Background: an optimization exercise with open tools, aiming at a short achievable clock period and few clock cycles. Do not read the settings as production practice.

==> run a <==
// rvCore
module rvCore (
    input  logic        clk,
    input  logic        rstN,
    output logic [31:0] imemAddr,
    input  logic [31:0] imemData,
    output logic        wbEn,
    output logic [4:0]  wbRd,
    output logic [31:0] wbData
);
==> flow/config.mk <==
export PLATFORM = sky130hd
export DESIGN_NAME = rvCore
export DESIGN_NICKNAME = rvCore
export VERILOG_FILES = /design/flow/design.v
export SDC_FILE = /design/flow/constraint.sdc
export NUM_CORES = 4
export LEC_CHECK = 0
export ABC_CLOCK_PERIOD_IN_PS = 1000
export CAP_MARGIN = 20
export CORE_MARGIN = 2
export CORE_UTILIZATION = 33
export PLACE_DENSITY = 0.4
export SETUP_SLACK_MARGIN = 5
export SLEW_MARGIN = 20
export SYNTH_HIERARCHICAL = 1
==> flow/constraint.sdc <==
create_clock -name core_clock -period 8.5 [get_ports {clk}]
set_input_delay 1.7000 -clock core_clock [delete_from_list [all_inputs] [get_ports {clk}]]
set_output_delay 1.7000 -clock core_clock [all_outputs]
set_load 0.01 [all_outputs]
standard.sh (not shown) runs the stock make flow with config.mk's settings and CLKGATE_MAP_FILE= SYNTH_SCRIPT=/design/flow/synth_recipe.tcl, a recipe that flattens the netlist after the stock synthesis.
==> flow/flow/run.sh <==
#!/bin/bash
# Layout flow: the standard flow (standard synthesis and all ORFS steps),
# with the port buffers inserted as plain buffers (buf_4) instead of the
# delay-cell buffers buffer_ports picks by default.
set -euo pipefail
export BUFFER_PORTS_ARGS="-buffer_cell sky130_fd_sc_hd__buf_4"
bash standard.sh > standard.log 2>&1
==> inputs of run b, as changes to run a <==
--- a/flow/design.v
+++ b/flow/design.v
@@ -452,16 +452,22 @@
     assign aM    = useRs1 && wrM && (rdM == rs1D);
     assign bE    = useRs2 && wrE && !killEM && (rdE == rs2D);
     assign bM    = useRs2 && wrM && (rdM == rs2D);
     assign bImmD = isOpi | isLd | isJalr;
     logic [31:0] rv2Di;
     assign rv2Di = bImmD ? immI : rv2D;
     opMux muxA (.fromE(aE), .fromM(aM), .resE(resE), .resM(wbNext), .regVal(rv1D), .y(opAD));
     opMux muxB (.fromE(bE && !bImmD), .fromM(bM && !bImmD), .resE(resE), .resM(wbNext), .regVal(rv2Di), .y(opBD));
+    logic zeroD, zeroE, zeroOkE;
+    sumIsZero sZero (.a(rv1D), .b(rv2Di), .z(zeroD));
+    always_ff @(posedge clk) begin
+        zeroE   <= zeroD;
+        zeroOkE <= !aE && !aM && (bImmD || (!bE && !bM));
+    end
     logic        isBrE, isStE, predE, plainE;
     logic [1:0]  skipE;
     logic [2:0]  f3E;
     logic [31:0] rv1E, rv2E, constE, shDataE;
     logic [4:0]  shAmtE;
     logic        isBrEqE, eqTypeD;
     logic [7:0]  immE;
     logic        selAdd, selSub, selSll, selSlt, selSltu, selXor, selSrl, selSra, selOr, selAnd, selConst;
@@ -475,17 +481,17 @@
             32'd12:  skipD = 2'd3;
             default: skipD = 2'd0;
         endcase
     end
     assign eqTypeD = (f3D[2:1] == 2'b00);  
     assign goD = validD && !stallD && !killDM && !killDE && !jalrLive;
     logic fusedD, outcomeD, predBrD, isAddD, isAddE, sumZeroE;
     assign isAddD   = (isOp || isOpi) && (f3D == 3'b000) && !(isOp && instrD[30]);
-    assign fusedD   = validD && isBr && eqTypeD && wrE && isAddE && !killEM && !jalBigD &&
+    assign fusedD   = validD && isBr && eqTypeD && wrE && isAddE && zeroOkE && !killEM && !jalBigD &&
                       (skipD != 2'd1) &&
                       (((rs2D == 5'd0) && (rs1D == rdE)) || ((rs1D == 5'd0) && (rs2D == rdE)));
     assign outcomeD = sumZeroE ^ f3D[0];
     assign predBrD  = fusedD ? outcomeD : backD;
     logic        jalrFuseD, isAuipcE;
     logic [31:0] jalrTgtD;
     assign jalrFuseD = validD && isJalr && wrE && isAuipcE && !killEM && (rs1D == rdE);
     jalrFuse jFuse (.base(constE), .instr(instrD), .tgt(jalrTgtD));
@@ -522,18 +528,18 @@
             isBrE   <= 1'b0;
             isBrEqE <= 1'b0;
             isJalrE <= 1'b0;
             isStE   <= 1'b0;
         end else begin
             validE  <= goD;
             wrE     <= goD && writesD;
             isLdE   <= goD && isLd;
-            isBrE   <= goD && isBr && !eqTypeD && (skipD != 2'd1);
-            isBrEqE <= goD && isBr && eqTypeD && (skipD != 2'd1);
+            isBrE   <= goD && isBr && (skipD != 2'd1);
+            isBrEqE <= 1'b0;    
             isJalrE <= goD && isJalr && !jalrFuseD;   
             isStE   <= goD && isSt;
         end
     end
     always_ff @(posedge clk) begin
         rdE     <= rdD;
         f3E     <= f3D;
         predE   <= predBrD;             
@@ -570,17 +576,17 @@
         .opA(opA), .opB(opB), .constE(constE), .shData(shDataE), .shAmt(shAmtE),
         .sAdd(sAddE), .sSub(sSubE), .sSll(sSllE), .sSlt(sSltE), .sSltu(sSltuE), .sXor(sXorE),
         .sSrl(sSrlE), .sSra(sSraE), .sOr(sOrE), .sAnd(sAndE), .sConst(sConstE),
         .f3(f3E), .res(resE), .sum(sum), .taken(taken)
     );
     logic eqE;
     cmpEq cEq (.a(opA), .b(opB), .eq(eqE));
     assign takenEq = eqE ^ f3E[0];
-    sumIsZero sZero (.a(opA), .b(opB), .z(sumZeroE));
+    assign sumZeroE = zeroE;
     logic brEqLive, annul1E, plainDnow;
     assign brEqLive  = isBrEqE && !killEM;
     assign plainDnow = !isJal && !backD;
     assign annul1E   = brEqLive && !predE && takenEq && (skipE == 2'd2) && plainDnow;
     assign redirectE = brEqLive && (takenEq != predE) && !annul1E;
     assign killDE    = redirectE || annul1E;
     assign jalrLive = isJalrE && !killEM;
     assign jalrTgtE = {sum[31:1], 1'b0};
- CORE_UTILIZATION: 33 -> 50
- PLACE_DENSITY: 0.4 -> 0.6
==> inputs of run c, as changes to run a <==
--- a/flow/design.v
+++ b/flow/design.v
@@ -1,140 +1,54 @@
 `timescale 1ns/1ps
-module ksPG #(parameter int W = 32, parameter bit INVB = 0) (
-    input  logic [W-1:0] a,
-    input  logic [W-1:0] b,
-    input  logic         cin,
-    output logic [W-1:0] g,
-    output logic [W-1:0] p,
-    output logic [W-1:0] x
-);
-    logic [W-1:0] bb;
-    assign bb = INVB ? ~b : b;
-    assign x  = a ^ bb;
-    assign p  = x;
-    always_comb begin
-        g    = a & bb;
-        g[0] = (a[0] & bb[0]) | (x[0] & cin);    
-    end
-endmodule
-module ksLevel #(parameter int W = 32, parameter int D = 1) (
-    input  logic [W-1:0] gi,
-    input  logic [W-1:0] pi,
-    output logic [W-1:0] go,
-    output logic [W-1:0] po
-);
-    always_comb begin
-        for (int i = 0; i < W; i++) begin
-            if (i >= D) begin
-                go[i] = gi[i] | (pi[i] & gi[i-D]);
-                po[i] = pi[i] & pi[i-D];
-            end else begin
-                go[i] = gi[i];
-                po[i] = pi[i];
-            end
-        end
-    end
-endmodule
-module ksSum #(parameter int W = 32) (
-    input  logic [W-1:0] x,
-    input  logic [W-1:0] c,      
-    input  logic         cin,
-    output logic [W-1:0] s,
-    output logic         cout
-);
-    assign s    = x ^ {c[W-2:0], cin};
-    assign cout = c[W-1];
-endmodule
-module ksAdd #(parameter int W = 32, parameter bit INVB = 0) (
-    input  logic [W-1:0] a,
-    input  logic [W-1:0] b,
-    input  logic         cin,
-    output logic [W-1:0] s,
-    output logic         cout
-);
-    localparam int L = (W <= 1) ? 1 : $clog2(W);
-    logic [W-1:0] g [L+1];
-    logic [W-1:0] p [L+1];
-    logic [W-1:0] x;
-    ksPG #(.W(W), .INVB(INVB)) pg (.a(a), .b(b), .cin(cin), .g(g[0]), .p(p[0]), .x(x));
-    for (genvar l = 0; l < L; l++) begin : lv
-        ksLevel #(.W(W), .D(1 << l)) lvl (.gi(g[l]), .pi(p[l]), .go(g[l+1]), .po(p[l+1]));
-    end
-    ksSum #(.W(W)) sm (.x(x), .c(g[L]), .cin(cin), .s(s), .cout(cout));
-endmodule
-`timescale 1ns/1ps
 module add9 (
     input  logic [8:0] a,
     input  logic [8:0] b,
     output logic [9:0] s
 );
-    ksAdd #(.W(9), .INVB(1'b0)) add (.a(a), .b(b), .cin(1'b0), .s(s[8:0]), .cout(s[9]));
+    assign s = {1'b0, a} + {1'b0, b};
 endmodule
 module fetchIncDec (
     input  logic [22:0] hi,
     output logic [22:0] hiP,
     output logic [22:0] hiM
 );
     assign hiP = hi + 23'd1;
     assign hiM = hi - 23'd1;
 endmodule
 module fetchSel (
     input  logic [31:0] instr,
     input  logic [31:0] pc,
     input  logic [31:0] pc4,
     input  logic [22:0] hiP,
     input  logic [22:0] hiM,
-    input  logic [8:0]  lowB,
-    input  logic [8:0]  lowJ,
+    input  logic [9:0]  sumB,
+    input  logic [9:0]  sumJ,
     input  logic        ovSel,
     input  logic [31:0] ovPc,
     output logic        take,
-    output logic        isJal,
-    output logic [22:0] hiC0,
-    output logic [22:0] hiC1,
-    output logic [8:0]  pcNextLo
+    output logic [31:0] pcNext
 );
-    logic        isBr, jalNear, bback, sJ;
-    logic [22:0] tC0, tC1;
+    logic        isJal, isBr, jalNear, bback;
+    logic [22:0] hiJ, hiB;
     assign isJal   = (instr[6:0] == 7'b1101111);
     assign isBr    = (instr[6:0] == 7'b1100011);
     assign jalNear = isJal && (instr[19:12] == {8{instr[31]}}) &&
                      (instr[30:28] == {3{instr[31]}}) && (instr[20] == instr[31]);
     assign bback   = isBr && instr[31] && instr[7] && (instr[30:28] == 3'b111);
     assign take    = jalNear || bback;
-    assign sJ      = instr[31];
-    assign tC0  = (isJal && !sJ) ? pc[31:9] : hiM;
-    assign tC1  = (isJal && !sJ) ? hiP : pc[31:9];
-    assign hiC0 = ovSel ? ovPc[31:9] : take ? tC0 : pc4[31:9];
-    assign hiC1 = ovSel ? ovPc[31:9] : take ? tC1 : pc4[31:9];
-    assign pcNextLo = ovSel ? ovPc[8:0] : take ? (isJal ? lowJ : lowB) : pc4[8:0];
-endmodule
-module fetchHi (
-    input  logic        isJal,
-    input  logic        cJ,
-    input  logic        cB,
-    input  logic [22:0] hiC0,
-    input  logic [22:0] hiC1,
-    input  logic [8:0]  lo,
-    input  logic        lateSel,
-    input  logic [31:0] latePc,
-    output logic [31:0] pcNext
-);
-    assign pcNext = lateSel ? latePc : {(isJal ? cJ : cB) ? hiC1 : hiC0, lo};
-endmodule
-module ovMux (
-    input  logic        jalrLive,
-    input  logic [31:0] jalrTgtE,
-    input  logic        redirectE,
-    input  logic [31:0] altE,
-    input  logic [31:0] redirTgtD,
-    output logic [31:0] ovPc
-);
-    assign ovPc = jalrLive ? jalrTgtE : redirectE ? altE : redirTgtD;
+    always_comb begin
+        case ({instr[31], sumJ[9]})
+            2'b01:   hiJ = hiP;
+            2'b10:   hiJ = hiM;
+            default: hiJ = pc[31:9];
+        endcase
+    end
+    assign hiB = sumB[9] ? pc[31:9] : hiM;    
+    assign pcNext = ovSel ? ovPc : jalNear ? {hiJ, sumJ[8:0]} : bback ? {hiB, sumB[8:0]} : pc4;
 endmodule
 `timescale 1ns/1ps
 module wrDec (
     input  logic        en,
     input  logic [4:0]  rd,
     output logic [31:0] hot
 );
     always_comb begin
@@ -173,43 +87,42 @@
     assign tgtB = tB;
 endmodule
 module jalrFuse (
     input  logic [31:0] base,
     input  logic [31:0] instr,
     output logic [31:0] tgt
 );
     logic [31:0] s;
-    logic        co;
-    ksAdd #(.W(32), .INVB(1'b0)) add (.a(base), .b({{20{instr[31]}}, instr[31:20]}), .cin(1'b0), .s(s), .cout(co));
+    assign s   = base + {{20{instr[31]}}, instr[31:20]};
     assign tgt = {s[31:1], 1'b0};
 endmodule
 `timescale 1ns/1ps
 module aluE (
     input  logic [31:0] opA,
     input  logic [31:0] opB,
     input  logic [31:0] constE,
     input  logic [31:0] shData,
     input  logic [4:0]  shAmt,
     input  logic        sAdd, sSub, sSll, sSlt, sSltu, sXor, sSrl, sSra, sOr, sAnd, sConst,
     input  logic [2:0]  f3,
     output logic [31:0] res,
     output logic [31:0] sum,
     output logic        taken
 );
     logic [31:0] diff, sll, srl, sra;
-    logic        eq, lt, ltu, coSum, coDiff;
-    ksAdd #(.W(32), .INVB(1'b0)) addS (.a(opA), .b(opB), .cin(1'b0), .s(sum), .cout(coSum));
-    ksAdd #(.W(32), .INVB(1'b1)) addD (.a(opA), .b(opB), .cin(1'b1), .s(diff), .cout(coDiff));
+    logic        eq, lt, ltu;
+    assign sum  = opA + opB;
+    assign diff = opA - opB;
     assign sll  = shData << shAmt;
     assign srl  = shData >> shAmt;
     assign sra  = $signed(shData) >>> shAmt;
     assign eq   = (opA == opB);
-    assign ltu  = !coDiff;                                    
-    assign lt   = (opA[31] != opB[31]) ? opA[31] : diff[31];
+    assign lt   = ($signed(opA) < $signed(opB));
+    assign ltu  = (opA < opB);
     assign res = ({32{sAdd}}   & sum)
                | ({32{sSub}}   & diff)
                | ({32{sSll}}   & sll)
                | ({32{sSlt}}   & {31'b0, lt})
                | ({32{sSltu}}  & {31'b0, ltu})
                | ({32{sXor}}   & (opA ^ opB))
                | ({32{sSrl}}   & srl)
                | ({32{sSra}}   & sra)
@@ -339,55 +252,43 @@
     add9 fAddJ (.a(pcF[8:0]), .b({imemData[28:21], 1'b0}), .s(sumJ));
     fetchIncDec fInc (.hi(pcF[31:9]), .hiP(hiP), .hiM(hiM));
     assign holdF = stallD;
     logic        farR, farLive;
     logic [31:0] farTgtR;
     assign farLive = farR && !killEM;
     assign killF = redirM || jalrLive || jalBigD || redirectE || farLive || redirD;
     assign ovSel = redirM || jalrLive || holdF || farLive || redirectE || redirD;
-    logic        ovSelEarly, lateSel;
-    logic [31:0] latePc;
-    assign ovSelEarly = redirM || holdF || farLive;
-    assign lateSel    = jalrLive || redirectE || redirD;
     logic [31:0] ovPcEarly;
     always_comb begin
         if (redirM)       ovPcEarly = altM;
         else if (farLive) ovPcEarly = farTgtR;
         else              ovPcEarly = pcF;
     end
-    ovMux ovm (.jalrLive(jalrLive), .jalrTgtE(jalrTgtE), .redirectE(redirectE), .altE(altE),
-               .redirTgtD(redirTgtD), .ovPc(latePc));
-    logic        isJalF;
-    logic [22:0] hiC0, hiC1;
-    logic [8:0]  pcNextLo;
+    assign ovPc = jalrLive ? jalrTgtE : redirectE ? altE : redirD ? redirTgtD : ovPcEarly;
     fetchSel fSel (
-        .instr(imemData), .pc(pcF), .pc4(pcF4), .hiP(hiP), .hiM(hiM),
-        .lowB(sumB[8:0]), .lowJ(sumJ[8:0]), .ovSel(ovSelEarly), .ovPc(ovPcEarly),
-        .take(takeF), .isJal(isJalF), .hiC0(hiC0), .hiC1(hiC1), .pcNextLo(pcNextLo)
+        .instr(imemData), .pc(pcF), .pc4(pcF4), .hiP(hiP), .hiM(hiM), .sumB(sumB), .sumJ(sumJ),
+        .ovSel(ovSel), .ovPc(ovPc), .take(takeF), .pcNext(pcNext)
     );
-    fetchHi fHi (.isJal(isJalF), .cJ(sumJ[9]), .cB(sumB[9]), .hiC0(hiC0), .hiC1(hiC1), .lo(pcNextLo),
-                 .lateSel(lateSel), .latePc(latePc), .pcNext(pcNext));
-    logic [31:0] instrD, pcD, pcD4;
+    logic [31:0] instrD, pcD;
     logic        validD, predD;
     always_ff @(posedge clk or negedge rstN) begin
         if (!rstN) begin
             pcF    <= '0;
             validD <= 1'b0;
         end else begin
             pcF <= pcNext;
             if (killF)        validD <= 1'b0;
             else if (!stallD) validD <= 1'b1;
         end
     end
     always_ff @(posedge clk) begin
         if (!stallD) begin
             instrD <= imemData;
             pcD    <= pcF;
-            pcD4   <= pcF4;
             predD  <= takeF;
         end
     end
     logic [6:0] opD;
     logic [2:0] f3D;
     logic [4:0] rs1D, rs2D, rdD;
     logic       isLui, isAuipc, isJal, isJalr, isBr, isLd, isSt, isOpi, isOp;
     logic       useRs1, useRs2, writesD;
@@ -485,17 +386,17 @@
                       (((rs2D == 5'd0) && (rs1D == rdE)) || ((rs1D == 5'd0) && (rs2D == rdE)));
     assign outcomeD = sumZeroE ^ f3D[0];
     assign predBrD  = fusedD ? outcomeD : backD;
     logic        jalrFuseD, isAuipcE;
     logic [31:0] jalrTgtD;
     assign jalrFuseD = validD && isJalr && wrE && isAuipcE && !killEM && (rs1D == rdE);
     jalrFuse jFuse (.base(constE), .instr(instrD), .tgt(jalrTgtD));
     assign redirD   = ((fusedD && (outcomeD != backD)) || jalrFuseD) && !killDM;
-    assign redirTgtD = jalrFuseD ? jalrTgtD : outcomeD ? brTgtD : pcD4;
+    assign redirTgtD = jalrFuseD ? jalrTgtD : outcomeD ? brTgtD : (pcD + 32'd4);
     always_comb begin
         selAdd = 1'b0; selSub = 1'b0; selSll = 1'b0; selSlt = 1'b0; selSltu = 1'b0;
         selXor = 1'b0; selSrl = 1'b0; selSra = 1'b0; selOr = 1'b0; selAnd = 1'b0;
         selConst = isLui | isAuipc | isJal | isJalr;
         if (isOp || isOpi) begin
             case (f3D)
                 3'b000: begin
                     selSub = isOp && instrD[30];
@@ -539,18 +440,18 @@
         predE   <= predBrD;             
         plainE  <= !isJal && !backD && !redirD;  
         skipE   <= skipD;
         rv1E    <= opAD;
         rv2E    <= opBD;
         shDataE <= (selSll | selSrl | selSra) ? opAD : 32'b0;
         shAmtE  <= (selSll | selSrl | selSra) ? opBD[4:0] : 5'b0;
         immE    <= isSt ? immS[7:0] : immI[7:0];
-        constE  <= isLui ? immU : isAuipc ? (pcD + immU) : pcD4;
-        altE    <= predBrD ? pcD4 : brTgtD;
+        constE  <= isLui ? immU : isAuipc ? (pcD + immU) : (pcD + 32'd4);
+        altE    <= predBrD ? (pcD + 32'd4) : brTgtD;
         sAddE   <= selAdd | isLd | isSt;
         isAddE  <= isAddD;
         isAuipcE <= isAuipc;
         sSubE   <= selSub;
         sSllE   <= selSll;
         sSltE   <= selSlt;
         sSltuE  <= selSltu;
         sXorE   <= selXor;
==> impl_metrics.ini <==
[floorplanning]
die-area_um2 = 511700

[cells_and_area]
seq_share = 0.5156
fin_cells = 19350
buffer_area_frac = 0.06243
nNetsFinal = 12540

[worst_setup_path]
crit_start = immE[2]
cp_cell_sequence = inv_2, ha_4, or2_4, o211ai_1, buf_4, clkbuf_16, buf_12, nor3_4, buf_12, buf_16, a22o_1, a221oi_4, nand4_1, or4_1

[status]
status = no timing/DRC/antenna violations

[global_routing]
use_met3 = 0.03989

[clock_network]
cts_resized = 1268
-- figures above: run c

==> impl_metrics.ini <==
[status]
status = no timing/DRC/antenna violations

[global_routing]
use_met3 = 0.08975

[worst_setup_path]
crit_start = instrD[23]
cp_cell_sequence = buf_8, and2_4, buf_6, nand2_1, o2111ai_1, a32o_1, a21o_1, inv_1, ha_1, xnor2_1, nor4_2, nand4_1, nor4_2

[cells_and_area]
buffer_area_frac = 0.05122
nNetsFinal = 12370

[floorplanning]
die-area_um2 = 348400
-- figures above: run b

==> impl_metrics.ini <==
[status]
status = no timing/DRC/antenna violations

[global_routing]
use_met3 = 0.03680

[cells_and_area]
fin_cells = 19590
seq_share = 0.5146
final_common_cell = edfxtp_1
buffer_area_frac = 0.05596

[floorplanning]
die-area_um2 = 528400

[worst_setup_path]
crit_start = rv1E[2]
r2r-end = wordM[14]
-- figures above: run a

Function was not checked in any run of this note: the RTL went through the layout flow alone.

[re-timing with driven ports]
The results above use ideal ports. As a check the final layouts listed here were re-extracted and re-timed, cells and wires unchanged.
Step 1 assumes that a clkbuf_16 drives the clock port and a buf_2 every other input.
Step 2 times the ports against the registers' clock, not the clock port: input delays grow and output delays shrink by t, the midpoint of the rising clock arrivals with the driver on.
Slacks: ideal ports / drivers / drivers and shift; pairs: ideal ports / drivers.
run	t (ns)	setup slack, ns	worst setup path after step 2	worst register clock-pin slew, ns	pins driven straight from the clock port
run a	1.133	4.498 / 4.498 / 4.297	input to register	0.07 / 0.07	1
run b	1.047	4.456 / 4.456 / 4.062	input to register	0.07 / 0.07	1
run c	1.124	4.343 / 4.343 / 3.704	input to register	0.07 / 0.07	1
After both steps setup and hold are still met in every run listed. The setup slack of run c, which loses most, moves by 0.000 ns with the drivers and by -0.639 ns with both steps.
